Source: an optimization exercise on an open RTL-to-GDS flow (aim: small area). Production flows keep margins and buffers that such runs may drop. The RTL was checked by simulation tests, not by an equivalence proof against the original design. The clock port is modelled as an ideal driver; clocking choices that lean on that would not hold on a real chip.

## pine
// coef_bank_loader
module coef_bank_loader
#(
  parameter int COEF_W   = coef_bank_loader_pkg::COEF_W_DEF,
  parameter int NUM_TAPS = coef_bank_loader_pkg::NUM_TAPS_DEF,
  parameter int ADDR_W   = coef_bank_loader_pkg::ADDR_W_DEF
) (
  input  logic              clock,
  input  logic              reset_n,
  input  logic              start,
  input  logic              abort,
  input  logic              sample_tick,
  input  logic              fifo_empty,
  output logic              fifo_read,
  input  logic [COEF_W-1:0] fifo_readdata,
  input  logic [ADDR_W-1:0] coef_rd_addr,
  output logic [COEF_W-1:0] coef_rd_data,
  output logic              busy,
  output logic              swap_pending,
  output logic              bank_sel,
  output logic              load_done
);
  localparam int CNT_W = ADDR_W + 1;
  localparam int NBITS = NUM_TAPS * COEF_W;
  logic              busy_q, pend_q, bank_sel_q, vld_q, rd_ok_q;
  ...
Size: ~4100 flip-flops, about 0.12 mm^2 of cells after synthesis.
==> flow/config.mk <==
export PLATFORM = sky130hd
export DESIGN_NAME = coef_bank_loader
export DESIGN_NICKNAME = coef_bank_loader
export VERILOG_FILES = /design/flow/design.v
export SDC_FILE = /design/flow/constraint.sdc
export NUM_CORES = 4
export LEC_CHECK = 0
export CAP_MARGIN = 20
export CORE_MARGIN = 2
export CORE_UTILIZATION = 65
export GPL_TIMING_DRIVEN = 0
export SLEW_MARGIN = 20
export SYNTH_HIERARCHICAL = 1
export SYNTH_MEMORY_MAX_BITS = 8192
==> flow/constraint.sdc <==
create_clock -name core_clock -period 10.0 [get_ports {clock}]
set_input_delay 2.0000 -clock core_clock [delete_from_list [all_inputs] [get_ports {clock}]]
set_output_delay 2.0000 -clock core_clock [all_outputs]
set_load 0.01 [all_outputs]
standard.sh (not shown) runs the stock make flow with config.mk's settings and CLKGATE_MAP_FILE= SYNTH_SCRIPT=/design/flow/synth_recipe.tcl, a recipe that flattens the netlist after the stock synthesis.
==> flow/flow/run.sh <==
#!/bin/bash
set -euo pipefail
HERE=$(pwd)
PORTS="BUFFER_PORTS_ARGS=-inputs -outputs -buffer_cell sky130_fd_sc_hd__buf_1"
bash standard.sh "$PORTS" synth floorplan place > make_place.log 2>&1
export RDIR=$HERE/orfs/results/$FLOW_PLATFORM/coef_bank_loader/base
BASE="-sink_clustering_enable -repair_clock_nets -dont_use_dummy_load -buf_list sky130_fd_sc_hd__clkbuf_16"
PICK="-sink_clustering_size 30 -sink_clustering_max_diameter 60"
BEST=""
CANDS=""
for n in 28 30 32 34 36 38 40; do for d in 50 60 70 80 90 100; do CANDS="$CANDS $n:$d"; done; done
trial() {
  local n=${1%:*} d=${1#*:}
  CTS_TRY="$BASE -sink_clustering_size $n -sink_clustering_max_diameter $d" \
    openroad -no_init -exit flow/cts_pick.tcl > cts_trial_${n}_${d}.log 2>&1 || true
}
export -f trial
export BASE
printf '%s\n' $CANDS | xargs -P "${NUM_CORES:-4}" -I{} bash -c 'trial {}' || true
for c in $CANDS; do
  n=${c%:*}; d=${c#*:}
  R=$(awk '/^CTS_TRIAL/ {print $3, $5}' cts_trial_${n}_${d}.log 2>/dev/null || true)
  [[ -n "$R" ]] || continue
  AREA=${R% *}; SLEW=${R#* }
  if awk -v s="$SLEW" 'BEGIN {exit !(s <= 0.113)}'; then
    if [[ -z "$BEST" ]] || awk -v a="$AREA" -v b="$BEST" 'BEGIN {exit !(a < b)}'; then
      BEST=$AREA; PICK="-sink_clustering_size $n -sink_clustering_max_diameter $d"
    fi
  fi
done
echo "picked: $PICK (area $BEST)" > cts_pick.txt
bash standard.sh "$PORTS" "CTS_ARGS=$BASE $PICK" finish > make_finish.log 2>&1
==> flow/flow/cts_pick.tcl <==
# Trial clock tree on the placed design: prints the clock buffers' area and the worst
# flip-flop clock-pin slew (placement parasitics). Reads CTS_TRY (the CTS arguments).
set P $::env(FLOW_HOME)/platforms/$::env(FLOW_PLATFORM)
set R $::env(RDIR)
read_lef $P/lef/sky130_fd_sc_hd.tlef
read_lef $P/lef/sky130_fd_sc_hd_merged.lef
read_liberty $P/lib/sky130_fd_sc_hd__tt_025C_1v80.lib
read_db $R/3_place.odb
read_sdc $R/3_place.sdc
source $P/setRC.tcl
set_dont_use [list sky130_fd_sc_hd__probe_p_8 sky130_fd_sc_hd__probec_p_8 sky130_fd_sc_hd__lpflow_*]
clock_tree_synthesis {*}$::env(CTS_TRY)
estimate_parasitics -placement
set area 0
foreach inst [get_cells *] {
  set m [get_property $inst ref_name]
  if {[string match "*clkbuf*" $m]} {
    set area [expr {$area + [get_property [get_lib_cells */$m] area]}]
  }
}
set worst 0
foreach pin [get_pins -hierarchical */CLK] {
  set s [get_property $pin slew_max]
  if {$s > $worst} { set worst $s }
}
puts "CTS_TRIAL area $area slew $worst"
pine: flow completed, timing, DRC and antenna clean
diff inputs: pine => birch
Settings: removing GPL_TIMING_DRIVEN (formerly 0).
--- a/flow/flow/run.sh
+++ b/flow/flow/run.sh
@@ -25 +25 @@
-  if awk -v s="$SLEW" 'BEGIN {exit !(s <= 0.113)}'; then
+  if awk -v s="$SLEW" 'BEGIN {exit !(s <= 0.111)}'; then
### Flow results
Measured against each other, birch and pine differ in final critical delay including setup and external delays, the lower figure coming from birch. Route | birch vs pine | wire shorter in birch. Met1 demand-to-capacity share in global routing (lower): birch. Of the two candidates, pine has the worse cell area and birch the better one. pine has lower count of clock-buffer cells in the layout than birch.

==> static timing again, ports no longer ideal <==
Ports are ideal in the flow. The routed layouts listed here were re-timed in OpenROAD. Step 1 assumes that a clkbuf_16 drives the clock port and a buf_2 every other input. Step 2 moves the port delays by t, midway between the first and last clock arrival at a register: inputs arrive t later, outputs are due t later. That takes back most of the time a late clock gives input paths. Slacks: ideal / step 1 / step 2; pairs: ideal / step 1.
| run | shift t [ns] | slack for setup (ns) | latest minus earliest clock arrival (ns) |
|---|---|---|---|
| pine | 0.940 | 0.511 / 0.433 / 1.372 | 0.050 / 0.049 |
| birch | 0.947 | 1.965 / 1.876 / 2.822 | 0.048 / 0.047 |
After both steps setup and hold are still met in every run listed.
